From an optimization exercise on the open Yosys and OpenROAD flow, aimed at small area, a short achievable clock period and few clock cycles per item; shortcuts taken in it are not production practice.
Only simulation tests tie the RTL to the original design; equivalence was not proved.

==> flow/design.v (outline; a module is shown in full before it is edited, if it fits) <==
// module iu_alu: 48 lines
// module iu_mul: 51 lines
// module iu_mac: 1351 lines
// module iu_div: 108 lines
// module iu_wb_ctrl: 41 lines
// module iu_top: 69 lines
// module iu_core: 45 lines
module iu_core (
  input  logic        forever_cpuclk,
  input  logic        rst_n,
  input  logic        flush,
  input  logic        issue_vld,
  input  logic [1:0]  issue_unit,
  input  logic [3:0]  issue_func,
  input  logic [31:0] issue_src0,
  input  logic [31:0] issue_src1,
  input  logic [5:0]  issue_dst_preg,
  output logic        wb_vld,
  output logic [5:0]  wb_preg,
  output logic [31:0] wb_data,
  output logic        ex1_fwd_vld,
  output logic [5:0]  ex1_fwd_preg,
  output logic [31:0] ex1_fwd_data,
  output logic        ex1_stall
);
  // ...
==> flow/run.sh <==
#!/bin/bash
# synth_recipe.tcl (not shown) runs the flow's synth.tcl, then flattens the netlist and writes it again
# the make line also repeats each setting of config.mk as NAME=value (left out here)
make -C /OpenROAD-flow-scripts/flow DESIGN_CONFIG=/design/flow/config.mk WORK_HOME=/design/flow/orfs CLKGATE_MAP_FILE= SYNTH_SCRIPT=/design/flow/synth_recipe.tcl finish
==> flow/config.mk <==
export PLATFORM = sky130hd
export DESIGN_NAME = iu_core
export DESIGN_NICKNAME = iu_core
export VERILOG_FILES = /design/flow/design.v
export SDC_FILE = /design/flow/constraint.sdc
export NUM_CORES = 4
export LEC_CHECK = 0
export CAP_MARGIN = 20
export CORE_MARGIN = 2
export CORE_UTILIZATION = 40
export SLEW_MARGIN = 20
==> flow/constraint.sdc <==
create_clock -name core_clock -period 10.0 [get_ports {forever_cpuclk}]
set_input_delay 2.0000 -clock core_clock [delete_from_list [all_inputs] [get_ports {forever_cpuclk}]]
set_output_delay 2.0000 -clock core_clock [all_outputs]
set_load 0.01 [all_outputs]
==> flow_metrics.env, run 1 <==
export IMPL_seq_cells=246
export IMPL_yosys_area_top_type="edfxtp_1"
export IMPL_viasPerCell=6.25
export IMPL_grt_max_degree=90
export IMPL_worstSkewPairLatency_ns=0.62
export IMPL_htreeDepth=2
export IMPL_relSlewSlack_pct=21.3
export IMPL_min_from="u_iu_top.u_div.quo_q[1]$_SDFFCE_PP0N_"
export IMPL_top_layer="met5"
export IMPL_multiInputGateArea_um2=31400
export IMPL_crit_start="issue_func[3]"
export IMPL_num_rows=117
export IMPL_layout_nets=5740
export IMPL_synth_top_family_by_area="compound AO/OA/AOI/OAI gates"
export IMPL_seq_share_pct=14.5
export IMPL_critPathMaxFanout=28
export IMPL_timing_final_ws_setup_ns=0.221
export IMPL_synth_edff_count=180
export IMPL_setup_worst_path_end_class="output port"
export IMPL_rr_startpoint="u_iu_top.u_div.rem_q[0]$_DFFE_PN_"
export IMPL_seq_area_um2=6730
export IMPL_layout_commonest_cell="inv_1"
export IMPL_cts_path_max_buffers=3
export IMPL_synthMuxAreaShare_pct=6.96
export IMPL_clock_skew_ns=0.0597
export IMPL_regMostFlops="u_iu_top.u_mul.acc_q"
export IMPL_fin_crit_ns=9.78
export IMPL_largest_reg_flops=49
export IMPL_status="complete, no violations"
export IMPL_hold_buffers=0
export IMPL_hold_depth=1
export IMPL_synth_adder_area_share_pct=20.3
export IMPL_whs_ns=0.571
export IMPL_path_buf_inv=3
export IMPL_top_regs="u_iu_top.u_mul.acc_q x49, u_iu_top.u_wb_ctrl.wb x34, u_iu_top.u_mul.a_q x33"
export IMPL_antenna_found_initial=11
export IMPL_grt_first_pass_wirelength_um=267000
export IMPL_synthCells=5036
export IMPL_ys_ff_latch=246
export IMPL_slowest_delay_ns=1.03
export IMPL_placed_cell_area_um2=45400
Testbench counts, summed over its fixed seeds: cycles 11,630, items 8,000.
==> module iu_div, before the edit <==
module iu_div (
  input  logic                      forever_cpuclk,
  input  logic                      rst_n,
  input  logic                      flush,
  input  logic                      sel,
  input  logic [iu_pkg::FUNC_W-1:0] func,
  input  logic [iu_pkg::XLEN-1:0]   src0,
  input  logic [iu_pkg::XLEN-1:0]   src1,
  output logic                      div_busy,
  output logic                      div_done,
  output logic [iu_pkg::XLEN-1:0]   div_rslt
);
  logic        is_signed;
  logic        s0_neg;
  logic        s1_neg;
  logic        norm_q;
  logic [31:0] rem_q;
  logic [31:0] dvs_q;
  logic [31:0] quo_q;
  logic [4:0]  cnt_q;
  logic        bz_q;
  logic        q_neg_q;
  logic        r_neg_q;
  logic        rem_sel_q;
  logic [5:0]  za;
  logic [5:0]  zb;
  logic [5:0]  sdiff;
  logic        early;
  logic [31:0] dvs_norm;
  logic [32:0] diff1;
  logic        bit1;
  logic [31:0] rem1;
  logic [31:0] dvs1;
  logic [32:0] diff2;
  logic        bit2;
  logic [31:0] rem2;
  logic [31:0] fin_q;
  logic [31:0] fin_r;
  logic [31:0] fin_v;
  logic        fin_n;
  assign is_signed = ~func[0];
  assign s0_neg    = is_signed & src0[31];
  assign s1_neg    = is_signed & src1[31];
  always_comb begin
    za = 6'd32;
    zb = 6'd32;
    for (int i = 0; i < 32; i++) begin
      if (rem_q[i]) za = 6'(31 - i);
      if (dvs_q[i]) zb = 6'(31 - i);
    end
  end
  assign sdiff    = zb - za;
  assign early    = bz_q | sdiff[5];
  assign dvs_norm = dvs_q << sdiff[4:0];
  assign diff1 = {1'b0, rem_q} - {1'b0, dvs_q};
  assign bit1  = ~diff1[32];
  assign rem1  = bit1 ? diff1[31:0] : rem_q;
  assign dvs1  = {1'b0, dvs_q[31:1]};
  assign diff2 = {1'b0, rem1} - {1'b0, dvs1};
  assign bit2  = ~diff2[32];
  assign rem2  = bit2 ? diff2[31:0] : rem1;
  assign div_done = div_busy & (norm_q ? early : (cnt_q[4:1] == 4'd0));
  always_comb begin
    if (norm_q) begin
      fin_q = {32{bz_q}};
      fin_r = rem_q;
    end else if (cnt_q[0]) begin
      fin_q = {quo_q[29:0], bit1, bit2};
      fin_r = rem2;
    end else begin
      fin_q = {quo_q[30:0], bit1};
      fin_r = rem1;
    end
  end
  assign fin_v    = rem_sel_q ? fin_r : fin_q;
  assign fin_n    = rem_sel_q ? r_neg_q : q_neg_q;
  assign div_rslt = fin_n ? -fin_v : fin_v;
  always_ff @(posedge forever_cpuclk) begin
    if (!rst_n || flush) begin
      div_busy <= 1'b0;
    end else if (sel) begin
      div_busy <= 1'b1;
    end else if (div_done) begin
      div_busy <= 1'b0;
    end
  end
  always_ff @(posedge forever_cpuclk) begin
    if (sel) begin
      norm_q    <= 1'b1;
      rem_q     <= s0_neg ? -src0 : src0;
      dvs_q     <= s1_neg ? -src1 : src1;
      bz_q      <= (src1 == 32'd0);
      q_neg_q   <= (s0_neg ^ s1_neg) & (src1 != 32'd0);
      r_neg_q   <= s0_neg;
      rem_sel_q <= func[1];
    end else if (norm_q) begin
      norm_q <= 1'b0;
      dvs_q  <= dvs_norm;
      quo_q  <= 32'd0;
      cnt_q  <= sdiff[4:0];
    end else begin
      rem_q <= rem2;
      dvs_q <= {2'b00, dvs_q[31:2]};
      quo_q <= {quo_q[29:0], bit1, bit2};
      cnt_q <= cnt_q - 5'd2;
    end
  end
endmodule
==> module iu_wb_ctrl, before the edit <==
module iu_wb_ctrl (
  input  logic                      forever_cpuclk,
  input  logic                      rst_n,
  input  logic                      flush,
  input  iu_pkg::iu_issue_t         issue,
  input  logic                      alu_sel,
  input  logic                      hold,
  input  logic [iu_pkg::XLEN-1:0]   alu_rslt,
  input  logic                      mul_busy,
  input  logic [iu_pkg::XLEN-1:0]   mul_rslt,
  input  logic                      div_done,
  input  logic [iu_pkg::XLEN-1:0]   div_rslt,
  output iu_pkg::iu_rslt_t          wb,
  output iu_pkg::iu_rslt_t          ex1_fwd
);
  logic [iu_pkg::PREG_W-1:0] preg_q;
  always_comb begin
    ex1_fwd.vld  = alu_sel;
    ex1_fwd.preg = issue.dst_preg;
    ex1_fwd.data = alu_rslt;
  end
  always_ff @(posedge forever_cpuclk) begin
    if (!hold) begin
      preg_q <= issue.dst_preg;
    end
  end
  always_ff @(posedge forever_cpuclk) begin
    if (!rst_n) begin
      wb.vld <= 1'b0;
    end else begin
      wb.vld <= ~flush & (alu_sel | mul_busy | div_done);
    end
    if (hold) begin
      wb.preg <= preg_q;
      wb.data <= mul_busy ? mul_rslt : div_rslt;
    end else begin
      wb.preg <= issue.dst_preg;
      wb.data <= alu_rslt;
    end
  end
endmodule
==> module iu_top, before the edit <==
module iu_top (
  input  logic              forever_cpuclk,
  input  logic              rst_n,
  input  logic              flush,
  input  iu_pkg::iu_issue_t issue,
  output iu_pkg::iu_rslt_t  wb,
  output iu_pkg::iu_rslt_t  ex1_fwd,
  output logic              ex1_stall
);
  logic                    issue_go;
  logic                    alu_sel;
  logic                    mul_sel;
  logic                    div_sel;
  logic [iu_pkg::XLEN-1:0] alu_rslt;
  logic [iu_pkg::XLEN-1:0] mul_rslt;
  logic [iu_pkg::XLEN-1:0] div_rslt;
  logic                    mul_busy;
  logic                    div_busy;
  logic                    div_done;
  assign ex1_stall = mul_busy | div_busy;
  assign issue_go  = issue.vld & ~ex1_stall & ~flush;
  assign alu_sel   = issue_go & (issue.unit == iu_pkg::UNIT_ALU);
  assign mul_sel   = issue_go & (issue.unit == iu_pkg::UNIT_MUL);
  assign div_sel   = issue_go & (issue.unit == iu_pkg::UNIT_DIV);
  iu_alu u_alu (
    .func (issue.func),
    .src0 (issue.src0),
    .src1 (issue.src1),
    .rslt (alu_rslt  )
  );
  iu_mul u_mul (
    .forever_cpuclk (forever_cpuclk),
    .rst_n          (rst_n         ),
    .flush          (flush         ),
    .sel            (mul_sel       ),
    .func           (issue.func    ),
    .src0           (issue.src0    ),
    .src1           (issue.src1    ),
    .mul_busy       (mul_busy      ),
    .mul_rslt       (mul_rslt      )
  );
  iu_div u_div (
    .forever_cpuclk (forever_cpuclk),
    .rst_n          (rst_n         ),
    .flush          (flush         ),
    .sel            (div_sel       ),
    .func           (issue.func    ),
    .src0           (issue.src0    ),
    .src1           (issue.src1    ),
    .div_busy       (div_busy      ),
    .div_done       (div_done      ),
    .div_rslt       (div_rslt      )
  );
  iu_wb_ctrl u_wb_ctrl (
    .forever_cpuclk (forever_cpuclk),
    .rst_n          (rst_n         ),
    .flush          (flush         ),
    .issue          (issue         ),
    .alu_sel        (alu_sel       ),
    .hold           (ex1_stall     ),
    .alu_rslt       (alu_rslt      ),
    .mul_busy       (mul_busy      ),
    .mul_rslt       (mul_rslt      ),
    .div_done       (div_done      ),
    .div_rslt       (div_rslt      ),
    .wb             (wb            ),
    .ex1_fwd        (ex1_fwd       )
  );
endmodule
==> run 2, diff against run 1 <==
--- a/flow/design.v
+++ b/flow/design.v
@@ -1508,8 +1508,11 @@
   input  logic [iu_pkg::FUNC_W-1:0] func,
   input  logic [iu_pkg::XLEN-1:0]   src0,
   input  logic [iu_pkg::XLEN-1:0]   src1,
+  input  logic [iu_pkg::PREG_W-1:0] dst_preg,
   output logic                      div_busy,
   output logic                      div_done,
+  output logic                      div_last,
+  output logic [iu_pkg::PREG_W-1:0] div_preg,
   output logic [iu_pkg::XLEN-1:0]   div_rslt
 );
   logic        is_signed;
@@ -1561,7 +1564,8 @@
   assign diff2 = {1'b0, rem1} - {1'b0, dvs1};
   assign bit2  = ~diff2[32];
   assign rem2  = bit2 ? diff2[31:0] : rem1;
-  assign div_done = div_busy & (norm_q ? early : (cnt_q[4:1] == 4'd0));
+  assign div_last = div_busy & ~norm_q & (cnt_q[4:1] == 4'd0);
+  assign div_done = div_last | (div_busy & norm_q & early);
   always_comb begin
     if (norm_q) begin
       fin_q = {32{bz_q}};
@@ -1595,6 +1599,7 @@
       q_neg_q   <= (s0_neg ^ s1_neg) & (src1 != 32'd0);
       r_neg_q   <= s0_neg;
       rem_sel_q <= func[1];
+      div_preg  <= dst_preg;
     end else if (norm_q) begin
       norm_q <= 1'b0;
       dvs_q  <= dvs_norm;
@@ -1615,38 +1620,45 @@
   input  logic                      flush,
   input  iu_pkg::iu_issue_t         issue,
   input  logic                      alu_sel,
-  input  logic                      hold,
+  input  logic                      mul_sel,
   input  logic [iu_pkg::XLEN-1:0]   alu_rslt,
   input  logic                      mul_busy,
   input  logic [iu_pkg::XLEN-1:0]   mul_rslt,
   input  logic                      div_done,
+  input  logic [iu_pkg::PREG_W-1:0] div_preg,
   input  logic [iu_pkg::XLEN-1:0]   div_rslt,
   output iu_pkg::iu_rslt_t          wb,
   output iu_pkg::iu_rslt_t          ex1_fwd
 );
-  logic [iu_pkg::PREG_W-1:0] preg_q;
+  logic                      s1_vld;
+  logic [iu_pkg::PREG_W-1:0] s1_preg;
+  logic [iu_pkg::XLEN-1:0]   s1_data;
   always_comb begin
     ex1_fwd.vld  = alu_sel;
     ex1_fwd.preg = issue.dst_preg;
     ex1_fwd.data = alu_rslt;
   end
   always_ff @(posedge forever_cpuclk) begin
-    if (!hold) begin
-      preg_q <= issue.dst_preg;
+    if (!rst_n) begin
+      s1_vld <= 1'b0;
+    end else begin
+      s1_vld <= ~flush & (alu_sel | mul_sel);
     end
+    s1_preg <= issue.dst_preg;
+    s1_data <= alu_rslt;
   end
   always_ff @(posedge forever_cpuclk) begin
     if (!rst_n) begin
       wb.vld <= 1'b0;
     end else begin
-      wb.vld <= ~flush & (alu_sel | mul_busy | div_done);
+      wb.vld <= ~flush & (s1_vld | div_done);
     end
-    if (hold) begin
-      wb.preg <= preg_q;
-      wb.data <= mul_busy ? mul_rslt : div_rslt;
+    if (div_done) begin
+      wb.preg <= div_preg;
+      wb.data <= div_rslt;
     end else begin
-      wb.preg <= issue.dst_preg;
-      wb.data <= alu_rslt;
+      wb.preg <= s1_preg;
+      wb.data <= mul_busy ? mul_rslt : s1_data;
     end
   end
 endmodule
@@ -1670,7 +1682,9 @@
   logic                    mul_busy;
   logic                    div_busy;
   logic                    div_done;
-  assign ex1_stall = mul_busy | div_busy;
+  logic                    div_last;
+  logic [iu_pkg::PREG_W-1:0] div_preg;
+  assign ex1_stall = (div_busy & ~div_last) | (mul_busy & (issue.unit == iu_pkg::UNIT_MUL));
   assign issue_go  = issue.vld & ~ex1_stall & ~flush;
   assign alu_sel   = issue_go & (issue.unit == iu_pkg::UNIT_ALU);
   assign mul_sel   = issue_go & (issue.unit == iu_pkg::UNIT_MUL);
@@ -1701,7 +1715,10 @@
     .src0           (issue.src0    ),
     .src1           (issue.src1    ),
     .div_busy       (div_busy      ),
+    .dst_preg       (issue.dst_preg),
     .div_done       (div_done      ),
+    .div_last       (div_last      ),
+    .div_preg       (div_preg      ),
     .div_rslt       (div_rslt      )
   );
   iu_wb_ctrl u_wb_ctrl (
@@ -1710,11 +1727,12 @@
     .flush          (flush         ),
     .issue          (issue         ),
     .alu_sel        (alu_sel       ),
-    .hold           (ex1_stall     ),
+    .mul_sel        (mul_sel       ),
     .alu_rslt       (alu_rslt      ),
     .mul_busy       (mul_busy      ),
     .mul_rslt       (mul_rslt      ),
     .div_done       (div_done      ),
+    .div_preg       (div_preg      ),
     .div_rslt       (div_rslt      ),
     .wb             (wb            ),
     .ex1_fwd        (ex1_fwd       )
--- a/flow/config.mk
+++ b/flow/config.mk
@@ -5,7 +5,9 @@
 export SDC_FILE = /design/flow/constraint.sdc
 export NUM_CORES = 4
 export LEC_CHECK = 0
+export ABC_CLOCK_PERIOD_IN_PS = 7000
 export CAP_MARGIN = 20
 export CORE_MARGIN = 2
 export CORE_UTILIZATION = 40
+export SETUP_SLACK_MARGIN = 3
 export SLEW_MARGIN = 20
==> run 2 against run 1 <==
  * Register-to-register slack improved by 1.4 ns
  * First-iteration DRC count rose by 6.1%
  * Cell count rose by 3.5%
  * Sequential share of layout area fell by 0.069 points
  * Flip-flop and latch count rose by 45
  * Routed wire length rose by 0.37%
  * Hold slack got worse by 0.12 ns
  * Core utilization rose by 6.5 points
  * Critical endpoint is now u_iu_top.u_wb_ctrl.wb[29]$_DFF_P_
  * Highest routed layer unchanged
==> flow_metrics.env, run 2 <==
export IMPL_drive_gt1_share_pct=23.6
export IMPL_drt_wl_total_um=187000
export IMPL_hold_class="register to register"
export IMPL_num_rows=117
export IMPL_setup_worst_path_end_class="register"
export IMPL_hold_buffers=0
export IMPL_slowest_delay_ns=0.56
export IMPL_required_ns=10.42
export IMPL_yosysMostFrequentCell="inv_1"
export IMPL_grt_max_degree=96
export IMPL_htreeDepth=2
export IMPL_clock_sinks=291
export IMPL_yosysWarnings=5
export IMPL_synth_avg_cell_area_um2=8.33
export IMPL_crit_type="input port to register"
export IMPL_layout_nets=5961
export IMPL_dieWidth_um=325
export IMPL_synth_async_sr_flop_share_pct=0
export IMPL_synth_edff_count=180
export IMPL_largest_reg_flops=49
export IMPL_fin_cells=6768
export IMPL_core_area_um2=102000
export IMPL_dp_hpwl_um=142000
export IMPL_layout_common_cells="428 x inv_1, 391 x buf_4, 370 x nand2_1, 341 x nor2_1, 321 x xnor2_1"
export IMPL_cts_path_max_buffers=3
export IMPL_vias=41700
export IMPL_slowest_stage="a21boi_0"
export IMPL_synth_cells_most_frequent="482 x inv_1, 383 x nand2_1, 374 x nor2_1"
export IMPL_place_gp_congestion=1.05
export IMPL_syn_nets=5535
export IMPL_yosysSeqAreaShare_pct=18.5
export IMPL_drt_first_iter_violations=5502
export IMPL_layout_commonest_cell="inv_1"
export IMPL_arrival_ns=8.83
export IMPL_hold_viol=0
export IMPL_yosys_area_top_type="edfxtp_1"
export IMPL_setup_viol=0
export IMPL_wl_per_cell_um=27.6
export IMPL_firstDrtPassIters=6
export IMPL_grt_overflow=0
export IMPL_area_growth_synth_to_final_pct=29.0
export IMPL_cap_violations=0
export IMPL_cpMostUsedCell="fa_1"
export IMPL_grt_first_pass_wirelength_um=268000
export IMPL_antenna_found_initial=16
export IMPL_initial_core_util_pct=40.4
export IMPL_cts_buffers=39
export IMPL_fin_setup_tns_ns=0
export IMPL_cp_start_kind="input port"
export IMPL_critPathMaxFanout=5
export IMPL_cts_root_buffer_cell="clkbuf_16"
export IMPL_clock_skew_ns=0.0528
export IMPL_dp_cells=6413
export IMPL_worstSkewPairLatency_ns=0.62
export IMPL_fin_crit_ns=8.40
export IMPL_synth_area_leaders="edfxtp_1 13%, fa_1 12%, ha_1 8.1%"
export IMPL_fin_util_pct=52.1
export IMPL_ys_ff_latch=291
export IMPL_cts_tree="done"
export IMPL_yosysTopAreaCellShare_pct=13.1
export IMPL_max_freq_ghz=0.119
export IMPL_synth_ff_type="edfxtp_1"
export IMPL_top_regs="u_iu_top.u_mul.acc_q x49, u_iu_top.u_wb_ctrl.wb x39, u_iu_top.u_mul.a_q x33"
export IMPL_synth_area_um2=41100
export IMPL_die_area_um2=105000
export IMPL_fill_cells=9522
export IMPL_drv_slew=0
export IMPL_grt_usage_pct=33.9
export IMPL_clkTransAtPathRegs_ns=0.05
export IMPL_post_route_period_util_pct=84.0
export IMPL_viasPerCell=6.16
export IMPL_drc=0
export IMPL_regMostFlops="u_iu_top.u_mul.acc_q"
export IMPL_place_port_buffers=158
export IMPL_yosysUniqueCellTypes=87
export IMPL_io_pins=159
export IMPL_rsz0062_at_grt="yes"
export IMPL_fp_dieH_um=325
export IMPL_synthCells=4937
export IMPL_relSlewSlack_pct=30.9
export IMPL_antenna_violating_nets_post_route=0
export IMPL_status="complete, no violations"
export IMPL_grt_pass1_vias=39100
export IMPL_worst_pin_slew_ns=1.04
run 2: final cells by class:
type | count | area (um^2) | share of cell area (%)
multi-input cells | 3818 | 33400 | 63.0
flip-flops and latches | 291 | 7640 | 14.4
repair buffers | 722 | 7010 | 13.2
well taps | 1368 | 1710 | 3.23
clock buffers | 53 | 1160 | 2.20
clock inverters | 19 | 200 | 0.377
diodes | 6 | 15.0 | 0.0283
inverters | 491 | 1870 | 3.53
run 2: through the flow:
stage	instance area [um^2]	setup WS (ns)	hold WS, ns
detailed placement	46100	0.117	0.443
finish	53100	1.60	0.452
CTS	51700	1.78	0.457
floorplan	41900	1.68	0.433
global placement	46100	0.162	0.436
global route	53000	1.43	0.473
run 2: final timing paths:
| path | slack [ns] | start | end | depth (start not counted) |
|---|---|---|---|---|
| worst min register to register | 0.45 | u_iu_top.u_wb_ctrl.s1_preg[1]$_DFF_P_ | u_iu_top.u_wb_ctrl.wb[33]$_DFF_P_ | 1 |
| worst min-delay path | 0.45 | u_iu_top.u_wb_ctrl.s1_preg[1]$_DFF_P_ | u_iu_top.u_wb_ctrl.wb[33]$_DFF_P_ | 1 |
| worst max-delay path | 1.60 | issue_src0[25] | u_iu_top.u_wb_ctrl.wb[29]$_DFF_P_ | 26 |
| worst max register to register | 1.96 | u_iu_top.u_mul.mul_busy$_SDFF_PP0_ | u_iu_top.u_wb_ctrl.wb[29]$_DFF_P_ | 33 |
run 2: critical path, delay by kind of cell:
kind                     cells  cell delay, ns
multiplexers                 1            0.09
buffers and inverters        6            0.85
AO/OA/AOI/OAI               10            2.57
adder cells (fa/ha/maj)      6            2.75
AND/OR/NAND/NOR              3            0.54
run 2: per-layer routing:
layer	part of all wire (%)	vias to the layer above	wire length [um]	global-route usage (%)
met1	40	20200	74000	46.3
met4	7.1	6	13200	18.5
met3	12	538	22000	7.35
met2	42	2759	77700	49.9
met5	0.022	-	41	0
li1	-	18200	-	-
run 2: kinds of logic (layout without fill, tap and decap cells):
kind of cell	count (synthesis)	after routing	synth area share, %
other	0	6	0
flip-flops	291	291	18.5
adder cells (fa/ha/maj)	518	518	20.4
multiplexers	244	244	7.55
buffers and inverters	829	1285	7.65
AO/OA/AOI/OAI	1416	1417	22.5
AND/OR/NAND/NOR	1120	1120	12.3
XOR/XNOR	519	519	11.1
run 2: what timing repair did:
item	CTS	global route
resized for setup	748	200
cloned	11	1
buffers inserted	200	65
hold endpoints to repair	0	0
pin swaps	297	139
setup endpoints to repair	111	101
Testbench counts of run 2, summed over its fixed seeds: cycles 9,859, items 8,000.
==> module iu_alu, before the edit <==
module iu_alu (
  input  logic [iu_pkg::FUNC_W-1:0] func,
  input  logic [iu_pkg::XLEN-1:0]   src0,
  input  logic [iu_pkg::XLEN-1:0]   src1,
  output logic [iu_pkg::XLEN-1:0]   rslt
);
  logic        sub;
  logic [32:0] sum;
  logic        ltu;
  logic        lt;
  logic        left;
  logic        arith;
  logic [31:0] sh_in;
  logic [32:0] sh_ext;
  logic [31:0] sh_out;
  logic [31:0] sh_rslt;
  assign sub = func[0] | func[3];
  assign sum = {1'b0, src0} + {1'b0, src1 ^ {32{sub}}} + {32'd0, sub};
  assign ltu = ~sum[32];
  assign lt  = (src0[31] ^ src1[31]) ? src0[31] : sum[31];
  assign left  = ~func[1];
  assign arith = func[0] & func[1];
  always_comb begin
    for (int i = 0; i < 32; i++) begin
      sh_in[i] = left ? src0[31-i] : src0[i];
    end
  end
  assign sh_ext = $signed({arith & src0[31], sh_in}) >>> src1[4:0];
  assign sh_out = sh_ext[31:0];
  always_comb begin
    for (int i = 0; i < 32; i++) begin
      sh_rslt[i] = left ? sh_out[31-i] : sh_out[i];
    end
  end
  always_comb begin
    if (func[3]) begin
      rslt = {31'd0, func[0] ? ltu : lt};
    end else begin
      case (func[2:0])
        3'd0, 3'd1: rslt = sum[31:0];
        3'd2:       rslt = src0 & src1;
        3'd3:       rslt = src0 | src1;
        3'd4:       rslt = src0 ^ src1;
        default:    rslt = sh_rslt;
      endcase
    end
  end
endmodule
==> module iu_mul, before the edit <==
module iu_mul (
  input  logic                      forever_cpuclk,
  input  logic                      rst_n,
  input  logic                      flush,
  input  logic                      sel,
  input  logic [iu_pkg::FUNC_W-1:0] func,
  input  logic [iu_pkg::XLEN-1:0]   src0,
  input  logic [iu_pkg::XLEN-1:0]   src1,
  output logic                      mul_busy,
  output logic [iu_pkg::XLEN-1:0]   mul_rslt
);
  logic        signed_op;
  logic        high_sel;
  logic [32:0] a_ext;
  logic [32:0] a_q;
  logic [16:0] bh_q;
  logic [48:0] acc_q;
  logic        high_q;
  logic [32:0] mx;
  logic [16:0] my;
  logic [32:0] mz;
  logic [49:0] mp;
  assign signed_op = (func == iu_pkg::MUL_MULH);
  assign high_sel  = func[0] | func[1];
  assign a_ext     = {signed_op & src0[31], src0};
  assign mx = mul_busy ? a_q : a_ext;
  assign my = mul_busy ? bh_q : {1'b0, src1[15:0]};
  assign mz = mul_busy ? acc_q[48:16] : 33'd0;
  iu_mac u_mac (
    .x (mx),
    .y (my),
    .z (mz),
    .p (mp)
  );
  always_ff @(posedge forever_cpuclk) begin
    if (!rst_n || flush) begin
      mul_busy <= 1'b0;
    end else begin
      mul_busy <= sel;
    end
  end
  always_ff @(posedge forever_cpuclk) begin
    if (sel) begin
      a_q    <= a_ext;
      bh_q   <= {signed_op & src1[31], src1[31:16]};
      acc_q  <= mp[48:0];
      high_q <= high_sel;
    end
  end
  assign mul_rslt = high_q ? mp[47:16] : {mp[15:0], acc_q[15:0]};
endmodule
==> run 3, diff against run 2 <==
--- a/flow/design.v
+++ b/flow/design.v
@@ -60,9 +60,15 @@
   logic        lt;
   logic        left;
   logic        arith;
-  logic [31:0] sh_in;
-  logic [32:0] sh_ext;
-  logic [31:0] sh_out;
+  logic [4:0]  rot_n;
+  logic        fill;
+  logic [31:0] rot0;
+  logic [31:0] rot1;
+  logic [31:0] rot2;
+  logic [31:0] rot3;
+  logic [31:0] rot4;
+  logic [31:0] ge_sh;
+  logic [31:0] keep;
   logic [31:0] sh_rslt;
   assign sub = func[0] | func[3];
   assign sum = {1'b0, src0} + {1'b0, src1 ^ {32{sub}}} + {32'd0, sub};
@@ -70,18 +76,22 @@
   assign lt  = (src0[31] ^ src1[31]) ? src0[31] : sum[31];
   assign left  = ~func[1];
   assign arith = func[0] & func[1];
+  assign rot_n = left ? 5'd0 - src1[4:0] : src1[4:0];
+  assign fill  = arith & src0[31];
+  assign rot0 = rot_n[0] ? {src0[0],     src0[31:1]}  : src0;
+  assign rot1 = rot_n[1] ? {rot0[1:0],   rot0[31:2]}  : rot0;
+  assign rot2 = rot_n[2] ? {rot1[3:0],   rot1[31:4]}  : rot1;
+  assign rot3 = rot_n[3] ? {rot2[7:0],   rot2[31:8]}  : rot2;
+  assign rot4 = rot_n[4] ? {rot3[15:0],  rot3[31:16]} : rot3;
   always_comb begin
     for (int i = 0; i < 32; i++) begin
-      sh_in[i] = left ? src0[31-i] : src0[i];
+      ge_sh[i] = (5'(i) >= src1[4:0]);
     end
-  end
-  assign sh_ext = $signed({arith & src0[31], sh_in}) >>> src1[4:0];
-  assign sh_out = sh_ext[31:0];
-  always_comb begin
     for (int i = 0; i < 32; i++) begin
-      sh_rslt[i] = left ? sh_out[31-i] : sh_out[i];
+      keep[i] = left ? ge_sh[i] : ge_sh[31-i];
     end
   end
+  assign sh_rslt = (rot4 & keep) | ({32{fill}} & ~keep);
   always_comb begin
     if (func[3]) begin
       rslt = {31'd0, func[0] ? ltu : lt};
@@ -105,45 +115,44 @@
   input  logic [iu_pkg::FUNC_W-1:0] func,
   input  logic [iu_pkg::XLEN-1:0]   src0,
   input  logic [iu_pkg::XLEN-1:0]   src1,
-  output logic                      mul_busy,
+  output logic                      mul_busy1,
+  output logic                      mul_busy2,
   output logic [iu_pkg::XLEN-1:0]   mul_rslt
 );
   logic        signed_op;
-  logic        high_sel;
-  logic [32:0] a_ext;
   logic [32:0] a_q;
-  logic [16:0] bh_q;
+  logic [32:0] b_q;
   logic [48:0] acc_q;
   logic        high_q;
-  logic [32:0] mx;
   logic [16:0] my;
   logic [32:0] mz;
   logic [49:0] mp;
   assign signed_op = (func == iu_pkg::MUL_MULH);
-  assign high_sel  = func[0] | func[1];
-  assign a_ext     = {signed_op & src0[31], src0};
-  assign mx = mul_busy ? a_q : a_ext;
-  assign my = mul_busy ? bh_q : {1'b0, src1[15:0]};
-  assign mz = mul_busy ? acc_q[48:16] : 33'd0;
+  assign my = mul_busy2 ? b_q[32:16] : {1'b0, b_q[15:0]};
+  assign mz = mul_busy2 ? acc_q[48:16] : 33'd0;
   iu_mac u_mac (
-    .x (mx),
+    .x (a_q),
     .y (my),
     .z (mz),
     .p (mp)
   );
   always_ff @(posedge forever_cpuclk) begin
     if (!rst_n || flush) begin
-      mul_busy <= 1'b0;
+      mul_busy1 <= 1'b0;
+      mul_busy2 <= 1'b0;
     end else begin
-      mul_busy <= sel;
+      mul_busy1 <= sel;
+      mul_busy2 <= mul_busy1;
     end
   end
   always_ff @(posedge forever_cpuclk) begin
     if (sel) begin
-      a_q    <= a_ext;
-      bh_q   <= {signed_op & src1[31], src1[31:16]};
+      a_q    <= {signed_op & src0[31], src0};
+      b_q    <= {signed_op & src1[31], src1};
+      high_q <= func[0] | func[1];
+    end
+    if (mul_busy1) begin
       acc_q  <= mp[48:0];
-      high_q <= high_sel;
     end
   end
   assign mul_rslt = high_q ? mp[47:16] : {mp[15:0], acc_q[15:0]};
@@ -1622,7 +1631,7 @@
   input  logic                      alu_sel,
   input  logic                      mul_sel,
   input  logic [iu_pkg::XLEN-1:0]   alu_rslt,
-  input  logic                      mul_busy,
+  input  logic                      mul_busy2,
   input  logic [iu_pkg::XLEN-1:0]   mul_rslt,
   input  logic                      div_done,
   input  logic [iu_pkg::PREG_W-1:0] div_preg,
@@ -1633,6 +1642,9 @@
   logic                      s1_vld;
   logic [iu_pkg::PREG_W-1:0] s1_preg;
   logic [iu_pkg::XLEN-1:0]   s1_data;
+  logic                      s2_vld;
+  logic [iu_pkg::PREG_W-1:0] s2_preg;
+  logic [iu_pkg::XLEN-1:0]   s2_data;
   always_comb begin
     ex1_fwd.vld  = alu_sel;
     ex1_fwd.preg = issue.dst_preg;
@@ -1641,25 +1653,24 @@
   always_ff @(posedge forever_cpuclk) begin
     if (!rst_n) begin
       s1_vld <= 1'b0;
+      s2_vld <= 1'b0;
+      wb.vld <= 1'b0;
     end else begin
       s1_vld <= ~flush & (alu_sel | mul_sel);
+      s2_vld <= ~flush & (s1_vld | div_done);
+      wb.vld <= ~flush & s2_vld;
     end
     s1_preg <= issue.dst_preg;
     s1_data <= alu_rslt;
-  end
-  always_ff @(posedge forever_cpuclk) begin
-    if (!rst_n) begin
-      wb.vld <= 1'b0;
-    end else begin
-      wb.vld <= ~flush & (s1_vld | div_done);
-    end
     if (div_done) begin
-      wb.preg <= div_preg;
-      wb.data <= div_rslt;
+      s2_preg <= div_preg;
+      s2_data <= div_rslt;
     end else begin
-      wb.preg <= s1_preg;
-      wb.data <= mul_busy ? mul_rslt : s1_data;
+      s2_preg <= s1_preg;
+      s2_data <= s1_data;
     end
+    wb.preg <= s2_preg;
+    wb.data <= mul_busy2 ? mul_rslt : s2_data;
   end
 endmodule
 `timescale 1ns/100ps
@@ -1679,12 +1690,13 @@
   logic [iu_pkg::XLEN-1:0] alu_rslt;
   logic [iu_pkg::XLEN-1:0] mul_rslt;
   logic [iu_pkg::XLEN-1:0] div_rslt;
-  logic                    mul_busy;
+  logic                    mul_busy1;
+  logic                    mul_busy2;
   logic                    div_busy;
   logic                    div_done;
   logic                    div_last;
   logic [iu_pkg::PREG_W-1:0] div_preg;
-  assign ex1_stall = (div_busy & ~div_last) | (mul_busy & (issue.unit == iu_pkg::UNIT_MUL));
+  assign ex1_stall = (div_busy & ~div_last) | (mul_busy1 & (issue.unit == iu_pkg::UNIT_MUL));
   assign issue_go  = issue.vld & ~ex1_stall & ~flush;
   assign alu_sel   = issue_go & (issue.unit == iu_pkg::UNIT_ALU);
   assign mul_sel   = issue_go & (issue.unit == iu_pkg::UNIT_MUL);
@@ -1703,7 +1715,8 @@
     .func           (issue.func    ),
     .src0           (issue.src0    ),
     .src1           (issue.src1    ),
-    .mul_busy       (mul_busy      ),
+    .mul_busy1      (mul_busy1     ),
+    .mul_busy2      (mul_busy2     ),
     .mul_rslt       (mul_rslt      )
   );
   iu_div u_div (
@@ -1729,7 +1742,7 @@
     .alu_sel        (alu_sel       ),
     .mul_sel        (mul_sel       ),
     .alu_rslt       (alu_rslt      ),
-    .mul_busy       (mul_busy      ),
+    .mul_busy2      (mul_busy2     ),
     .mul_rslt       (mul_rslt      ),
     .div_done       (div_done      ),
     .div_preg       (div_preg      ),
==> run 3 against run 2 <==
  * Highest routed layer unchanged
  * Largest cell class unchanged
  * Clock skew increased by 0.0028 ns
  * Die area grew 6.0%
  * Critical endpoint is now ex1_fwd_data[20]
  * Critical path depth fell by 5
  * Sequential share of layout area is 1.8 points higher
  * Global-route usage shrank 0.86 points
  * Register-to-register slack better by 0.46 ns
  * Cell area grew 3.8%
  * Critical path type is now input port to output port
==> flow_metrics.env, run 3 <==
export IMPL_drt_first_iter_violations=4990
export IMPL_hold_buffers=0
export IMPL_dp_hpwl_um=143000
export IMPL_antenna_found_initial=16
export IMPL_met3_length_um=19400
export IMPL_place_port_buffers=158
export IMPL_worst_r2r_setup_slack_ns=2.42
export IMPL_cts_path_max_buffers=3
export IMPL_grt_overflow=0
export IMPL_post_place_ws_ns=0.829
export IMPL_rsz0062_at_grt="yes"
export IMPL_drv_slew=0
export IMPL_yosysWarnings=5
export IMPL_worstSkewPairLatency_ns=0.63
export IMPL_wirelength_met1_um=73700
export IMPL_yosys_area_top_type="edfxtp_1"
export IMPL_dieWidth_um=334
export IMPL_synth_async_sr_flop_share_pct=0
export IMPL_synth_cells_most_frequent="513 x inv_1, 357 x xnor2_1, 350 x a21oi_1"
export IMPL_relSlewSlack_pct=25.4
export IMPL_layout_nets=6068
export IMPL_clock_sinks=347
export IMPL_clkTransAtPathRegs_ns=0.05
export IMPL_timing_final_ws_setup_ns=2.01
export IMPL_cts_tree="done"
export IMPL_grt_first_pass_wirelength_um=275000
export IMPL_die_area_um2=112000
export IMPL_htreeDepth=2
export IMPL_synth_avg_cell_area_um2=8.44
export IMPL_drive_gt1_share_pct=21.7
export IMPL_synth_area_leaders="edfxtp_1 13%, fa_1 12%, ha_1 7.7%"
export IMPL_firstDrtPassIters=7
export IMPL_grt_usage_pct=33.1
export IMPL_yosysSeqAreaShare_pct=20.4
export IMPL_core_area_um2=109000
export IMPL_drc=0
export IMPL_layout_common_cells="487 x inv_1, 353 x buf_4, 336 x nand2_1, 325 x xnor2_1, 289 x nor2_1"
export IMPL_wl_per_cell_um=27.9
export IMPL_antenna_violating_nets_post_route=0
export IMPL_viasPerCell=6.22
export IMPL_fin_setup_tns_ns=0
export IMPL_hold_viol=0
export IMPL_fill_cells=10100
export IMPL_arrival_ns=5.99
export IMPL_yosysMostFrequentCell="inv_1"
export IMPL_vias=43100
export IMPL_top_layer="met5"
export IMPL_hold_class="register to register"
export IMPL_required_ns=8.00
export IMPL_grt_max_degree=94
export IMPL_drt_wl_total_um=193000
export IMPL_num_rows=121
export IMPL_area_growth_synth_to_final_pct=26.3
export IMPL_yosysUniqueCellTypes=98
export IMPL_max_freq_ghz=0.125
export IMPL_synth_area_um2=43600
export IMPL_yosysTopAreaCellShare_pct=13.5
export IMPL_clock_skew_ns=0.0556
export IMPL_fp_dieH_um=334
export IMPL_grt_pass1_vias=40800
export IMPL_largest_reg_flops=49
export IMPL_top_regs="u_iu_top.u_mul.acc_q x49, u_iu_top.u_wb_ctrl.wb x39"
export IMPL_io_pins=159
export IMPL_initial_core_util_pct=40.2
export IMPL_ys_ff_latch=347
export IMPL_dr_wl_met2_um=84600
export IMPL_synth_edff_count=196
export IMPL_cap_violations=0
export IMPL_synthCells=5167
export IMPL_setup_worst_path_end_class="output port"
export IMPL_cts_buffers=43
export IMPL_critPathMaxFanout=3
export IMPL_layout_commonest_cell="inv_1"
export IMPL_syn_nets=5768
export IMPL_crit_type="input port to output port"
export IMPL_cp_start_kind="input port"
export IMPL_synth_ff_type="edfxtp_1"
export IMPL_regMostFlops="u_iu_top.u_mul.acc_q"
export IMPL_worst_pin_slew_ns=1.12
export IMPL_status="complete, no violations"
export IMPL_cts_root_buffer_cell="clkbuf_16"
export IMPL_fin_crit_ns=7.99
export IMPL_place_gp_congestion=1.05
export IMPL_setup_viol=0
export IMPL_post_route_period_util_pct=79.9
run 3: changes by cell type in the layout (fill, tap and decap cells not counted), sizes merged, moves of 27 or more:
cell,previous run,this run
buf,594,491
mux4,50,20
nand3,61,91
o21ai,320,289
a21oi,295,352
o22ai,61,33
mux2i,165,280
nand2,383,345
dfxtp,111,151
nor2,374,319
o211ai,74,37
a21boi,36,9
run 3: final timing paths:
path                                              start                                end  cells past startpoint
setup reg to reg    u_iu_top.u_mul.mul_busy2$_SDFF_PP0_  u_iu_top.u_wb_ctrl.wb[15]$_DFF_P_                     32
hold / removal    u_iu_top.u_wb_ctrl.s2_preg[5]$_DFF_P_  u_iu_top.u_wb_ctrl.wb[37]$_DFF_P_                      0
setup / recovery                          issue_func[0]                   ex1_fwd_data[20]                     21
hold reg to reg   u_iu_top.u_wb_ctrl.s2_preg[5]$_DFF_P_  u_iu_top.u_wb_ctrl.wb[37]$_DFF_P_                      0
run 3: cells by family after synthesis:
logic type                 synth area share [%]
AOI/OAI and AO/OA                          21.3
and+or+nand+nor                            12.7
buffers and inverters                      7.79
adders and majority gates                  19.3
xor gates and xnor gates                   10.1
DFF                                        20.4
muxes                                      8.41
run 3: area by class of cell:
type	count	area, um^2	share of cell area, %
Timing Repair Buffer	624	5860	10.6
Clock inverter	28	323	0.586
Multi-Input combinational cell	3932	35000	63.6
Tap cell	1414	1770	3.21
Clock buffer	51	1180	2.14
Sequential cell	347	8940	16.2
Inverter	519	1970	3.58
Antenna cell	9	22.5	0.0409
run 3: repair_timing:
action / in CTS / in global routing
setup buffers: 203 / 82
setup endpoints to repair: 131 / 107
gates cloned: 8 / 3
resized for setup: 642 / 284
pin swaps: 264 / 159
run 3: metrics by stage:
| stage | hold WS, ns | std cells | utilization (%) | area (um^2) |
|---|---|---|---|---|
| 2_1_floorplan | 0.310 | 5167 | - | 44100 |
| 3_3_place_gp | 0.311 | 6540 | 43.6 | 47300 |
| 3_5_place_dp | 0.314 | 6540 | 43.6 | 47300 |
| 4_1_cts | 0.327 | 6830 | 49.0 | 53200 |
| 5_1_grt | 0.329 | 6916 | 50.7 | 55100 |
| 6_report | 0.326 | 6924 | 50.7 | 55100 |
run 3: layer usage:
layer	global-route usage, %	vias up
met4	21.3	10
li1	-	18800
met3	6.34	705
met2	51.3	2716
met1	42.1	20800
met5	0	-
run 3: critical path: stages:
cell and delay, ns:
buf_6 0.13, nor2_4 0.06, buf_12 0.13, xnor2_2 0.31, ha_4 0.28, a21oi_4 0.19, o21bai_4 0.09, a2111oi_4 0.34
o32ai_2 0.15, a311o_2 0.45, buf_4 0.15, buf_6 0.11, buf_4 0.13, a31o_2 0.26, a21o_1 0.19, a21oi_2 0.13
xnor2_1 0.15, o21ai_2 0.09, a2111oi_4 0.32, buf_4 0.21, buf_6 0.11
Testbench counts of run 3, summed over its fixed seeds: cycles 9,867, items 8,000.
==> run 4, diff against run 3 <==
--- a/flow/design.v
+++ b/flow/design.v
@@ -1520,7 +1520,6 @@
   input  logic [iu_pkg::PREG_W-1:0] dst_preg,
   output logic                      div_busy,
   output logic                      div_done,
-  output logic                      div_last,
   output logic [iu_pkg::PREG_W-1:0] div_preg,
   output logic [iu_pkg::XLEN-1:0]   div_rslt
 );
@@ -1573,8 +1572,7 @@
   assign diff2 = {1'b0, rem1} - {1'b0, dvs1};
   assign bit2  = ~diff2[32];
   assign rem2  = bit2 ? diff2[31:0] : rem1;
-  assign div_last = div_busy & ~norm_q & (cnt_q[4:1] == 4'd0);
-  assign div_done = div_last | (div_busy & norm_q & early);
+  assign div_done = div_busy & (norm_q ? early : (cnt_q[4:1] == 4'd0));
   always_comb begin
     if (norm_q) begin
       fin_q = {32{bz_q}};
@@ -1694,9 +1692,8 @@
   logic                    mul_busy2;
   logic                    div_busy;
   logic                    div_done;
-  logic                    div_last;
   logic [iu_pkg::PREG_W-1:0] div_preg;
-  assign ex1_stall = (div_busy & ~div_last) | (mul_busy1 & (issue.unit == iu_pkg::UNIT_MUL));
+  assign ex1_stall = (div_busy & ~div_done) | (mul_busy1 & (issue.unit == iu_pkg::UNIT_MUL));
   assign issue_go  = issue.vld & ~ex1_stall & ~flush;
   assign alu_sel   = issue_go & (issue.unit == iu_pkg::UNIT_ALU);
   assign mul_sel   = issue_go & (issue.unit == iu_pkg::UNIT_MUL);
@@ -1730,7 +1727,6 @@
     .div_busy       (div_busy      ),
     .dst_preg       (issue.dst_preg),
     .div_done       (div_done      ),
-    .div_last       (div_last      ),
     .div_preg       (div_preg      ),
     .div_rslt       (div_rslt      )
   );
==> flow/config.mk (replaced) <==
export PLATFORM = sky130hd
export DESIGN_NAME = iu_core
export DESIGN_NICKNAME = iu_core
export VERILOG_FILES = /design/flow/design.v
export SDC_FILE = /design/flow/constraint.sdc
export NUM_CORES = 4
export LEC_CHECK = 0
export ABC_CLOCK_PERIOD_IN_PS = 6500
export CAP_MARGIN = 20
export CORE_MARGIN = 2
export CORE_UTILIZATION = 40
export SETUP_SLACK_MARGIN = 3.5
export SLEW_MARGIN = 20
export TNS_END_PERCENT = 0
==> run 4 against run 3 <==
  * Fmax is 0.31% higher
  * Sequential share of layout area rose by 1.5 points
  * Clock-buffer cell count increased by 7
  * Non-clock buffer count fell by 168
  * Core utilization shrank 3.6 points
  * Routed wire length shrank 8.0%
  * Via count shrank 4.9%
  * Clock skew fell by 0.014 ns
  * Register-to-register slack got worse by 0.27 ns
  * First-iteration DRC count grew 3.3%
==> flow_metrics.env, run 4 <==
export IMPL_status="complete, no violations"
export IMPL_cts_path_max_buffers=3
export IMPL_synthSimpleGateAreaFrac_pct=12.0
export IMPL_path_cells="clkdlybuf4s50_1 -> xnor2_1 -> ha_1 -> a21oi_2 -> o21bai_2 -> a211oi_2 -> o21ai_2 -> a211o_1 -> a31oi_4 -> o21ai_2 -> and2_4 -> o41ai_4 -> buf_4 -> o2111ai_4 -> a31oi_4 -> buf_6"
export IMPL_multiInputGateArea_um2=32000
export IMPL_dp_hpwl_um=135000
export IMPL_post_route_period_util_pct=79.7
export IMPL_drc=0
export IMPL_yosysSeqAreaShare_pct=20.8
export IMPL_firstDrtPassIters=7
export IMPL_clkTransAtPathRegs_ns=0.07
export IMPL_cts_buffers=43
export IMPL_worst_r2r_setup_slack_ns=2.15
export IMPL_r2r_cells=29
export IMPL_setup_worst_path_end_class="output port"
export IMPL_cts_root_buffer_cell="clkbuf_16"
export IMPL_viasPerCell=6.12
export IMPL_min_from="u_iu_top.u_wb_ctrl.s2_preg[1]$_DFF_P_"
export IMPL_yosys_area_top_type="edfxtp_1"
export IMPL_yosysTopAreaCellShare_pct=13.7
export IMPL_fin_setup_tns_ns=0
export IMPL_wl_per_cell_um=26.6
export IMPL_synth_compound_area_share_pct=21.3
export IMPL_place_port_buffers=158
export IMPL_cap_violations=0
export IMPL_slowest_stage="clkdlybuf4s50_1"
export IMPL_ys_ff_latch=347
export IMPL_synth_adder_area_share_pct=19.6
export IMPL_crit_type="input port to output port"
export IMPL_dp_cells=6483
export IMPL_placed_cell_area_um2=46500
export IMPL_fill_cells=10300
export IMPL_layout_common_cells="502 x inv_1, 369 x nand2_1, 356 x a21oi_1, 352 x xnor2_1, 314 x nor2_1"
export IMPL_seq_area_um2=8950
export IMPL_layout_commonest_cell="inv_1"
export IMPL_synth_async_sr_flop_share_pct=0
export IMPL_hold_depth=0
export IMPL_grt_max_degree=77
export IMPL_max_freq_ghz=0.125
export IMPL_relSlewSlack_pct=21.7
export IMPL_cp_start_kind="input port"
export IMPL_synth_area_leaders="edfxtp_1 14%, fa_1 12%, ha_1 7.8%"
export IMPL_syn_nets=5712
export IMPL_design_area_um2=50300
export IMPL_cts_tree="done"
export IMPL_htreeDepth=2
export IMPL_synth_top_family_by_area="compound AO/OA/AOI/OAI gates"
export IMPL_post_place_ws_ns=0.895
export IMPL_core_area_um2=107000
export IMPL_hold_buffers=0
export IMPL_drt_first_iter_violations=5157
export IMPL_worst_pin_slew_ns=1.17
export IMPL_hold_viol=0
export IMPL_drt_wl_total_um=178000
export IMPL_synth_cells_most_frequent="511 x inv_1, 375 x a21oi_1, 371 x nand2_1"
export IMPL_regMostFlops="u_iu_top.u_mul.acc_q"
export IMPL_synth_avg_cell_area_um2=8.40
export IMPL_antenna_found_initial=9
export IMPL_dieWidth_um=332
export IMPL_hold_end="u_iu_top.u_wb_ctrl.wb[33]$_DFF_P_"
export IMPL_drive_gt1_share_pct=12.7
export IMPL_fin_crit_ns=7.97
export IMPL_die_area_um2=110000
export IMPL_place_gp_congestion=1.02
export IMPL_clock_skew_ns=0.0412
export IMPL_synthCells=5111
export IMPL_vias=40900
export IMPL_slowest_delay_ns=0.82
export IMPL_yosysMostFrequentCell="inv_1"
export IMPL_layout_nets=5850
export IMPL_path_buf_inv=3
export IMPL_hold_class="register to register"
export IMPL_synth_edff_count=196
export IMPL_grt_usage_pct=31.2
export IMPL_worstSkewPairLatency_ns=0.62
export IMPL_arrival_ns=5.97
export IMPL_io_pins=159
export IMPL_top_regs="u_iu_top.u_mul.acc_q x49, u_iu_top.u_wb_ctrl.wb x39"
export IMPL_grt_overflow=0
export IMPL_fp_dieH_um=332
export IMPL_drv_slew=0
export IMPL_area_growth_synth_to_final_pct=17.2
export IMPL_grt_pass1_vias=39100
export IMPL_crit_family="compound AO/OA/AOI/OAI gates"
export IMPL_synth_area_um2=42900
export IMPL_yosysWarnings=5
export IMPL_grt_first_pass_wirelength_um=260000
export IMPL_antenna_violating_nets_post_route=0
export IMPL_setup_viol=0
export IMPL_rsz0062_at_grt="yes"
export IMPL_required_ns=8.00
export IMPL_largest_reg_flops=49
export IMPL_synth_ff_type="edfxtp_1"
export IMPL_rr_endpoint="u_iu_top.u_wb_ctrl.wb[31]$_DFF_P_"
export IMPL_timing_final_ws_setup_ns=2.03
export IMPL_critPathMaxFanout=6
export IMPL_fin_cells=6694
export IMPL_initial_core_util_pct=40.2
export IMPL_synth_xor_area_share_pct=10.6
export IMPL_clock_sinks=347
export IMPL_yosysUniqueCellTypes=97
export IMPL_synthMuxAreaShare_pct=7.88
export IMPL_num_rows=120
export IMPL_rr_startpoint="u_iu_top.u_mul.b_q[1]$_DFFE_PP_"
-- run 4: changes by cell type in the layout (fill, tap and decap cells not counted), moves of 33 or more --
cell	before	now
o21ai_0	236	272
a21oi_2	67	16
nand2_1	336	369
buf_6	69	22
clkdlybuf4s50_1	91	124
buf_4	353	253
a21oi_1	274	356
mux2i_1	220	262
-- run 4: through the flow --
stage	hold slack, ns	util, %
finish	0.327	47.1
CTS	0.328	46.4
global placement	0.310	43.5
floorplan	0.310	-
detailed placement	0.312	43.5
global route	0.333	47.1
-- run 4: cell families after synthesis --
group | Yosys count
multiplexers | 321
AO/OA/AOI/OAI | 1415
XOR/XNOR | 520
adder cells (fa/ha/maj) | 521
buffers and inverters | 880
flip-flops | 347
AND/OR/NAND/NOR | 1107
-- run 4: layout make-up --
class                           count  area share (%)
Timing Repair Buffer              456            8.34
Antenna cell                        7          0.0348
Clock inverter                     22           0.465
Sequential cell                   347            17.8
Inverter                          515            3.86
Clock buffer                       58            2.46
Multi-Input combinational cell   3886            63.6
Tap cell                         1403            3.49
-- run 4: per-layer routing --
| metal | track usage (%) | share of wire [%] |
|---|---|---|
| met3 | 5.13 | 9.7 |
| met5 | 0 | 0.015 |
| met4 | 18.0 | 6.6 |
| met2 | 47.5 | 43 |
| met1 | 41.9 | 40 |
-- run 4: worst max-delay path by stage --
stage	end	slack (ns)	depth (start not counted)	from
6_report	ex1_fwd_data[0]	2.03	16	issue_src1[5]
3_5_place_dp	ex1_fwd_data[0]	0.90	20	issue_src1[1]
3_3_place_gp	ex1_fwd_data[0]	0.94	20	issue_src1[1]
5_1_grt	u_iu_top.u_wb_ctrl.wb[31]$_DFF_P_	1.90	31	u_iu_top.u_mul.mul_busy2$_SDFF_PP0_
2_1_floorplan	ex1_fwd_data[0]	2.35	21	issue_func[0]
4_1_cts	u_iu_top.u_wb_ctrl.wb[31]$_DFF_P_	2.09	30	u_iu_top.u_mul.mul_busy2$_SDFF_PP0_
-- run 4: worst reg2reg max path: cells and delay by family (launching register included) --
| family | cells | cell delay, ns |
|---|---|---|
| adders and majority gates | 6 | 3.04 |
| AOI/OAI and AO/OA | 12 | 2.11 |
| muxes | 2 | 0.63 |
| buffers and inverters | 5 | 0.60 |
| DFF | 1 | 0.50 |
| and+or+nand+nor | 2 | 0.46 |
| xor gates and xnor gates | 2 | 0.35 |
-- run 4: timing repair --
action | 4_1_cts | 5_1_grt
endpoints found under the setup margin | 287 | 252
gates resized for setup | 206 | 116
buffers inserted | 90 | 28
cloned | 5 | 1
pin swaps | 79 | 83
Testbench counts of run 4, summed over its fixed seeds: cycles 9,695, items 8,000.

[what the ideal ports hide]
The results above use ideal ports. As a check the final layouts listed here were re-extracted and re-timed, cells and wires unchanged. Step 1 sets driving cells, clkbuf_16 on the clock port and buf_2 on the other inputs (assumed; they add their load-dependent delay and slew). Step 2 times the ports against the registers' clock, not the clock port: input delays grow and output delays shrink by t, the midpoint of the rising clock arrivals with the driver on. a / b / c = ideal ports / drivers / drivers and shift; a / b = the first two.
| run | t, ns | slack for setup (ns) | hold slack, ns | worst setup path at the end | worst register clock-pin slew, ns |
|---|---|---|---|---|---|
| run 1 | 0.665 | 0.221 / 0.198 / -0.115 | 0.571 / 0.571 / 0.571 | input to register | 0.07 / 0.07 |
| run 2 | 0.663 | 1.595 / 1.636 / 0.972 | 0.452 / 0.452 / 0.452 | input to register | 0.07 / 0.07 |
| run 3 | 0.683 | 2.005 / 1.962 / 1.962 | 0.326 / 0.326 / 0.326 | input to output | 0.07 / 0.07 |
| run 4 | 0.676 | 2.030 / 1.930 / 1.930 | 0.327 / 0.327 / 0.327 | input to output | 0.07 / 0.07 |
Met with ideal ports but missed after step 2: setup timing in run 1. The setup slack of run 2, which loses most, moves by +0.041 ns with the drivers and by -0.623 ns with both steps.
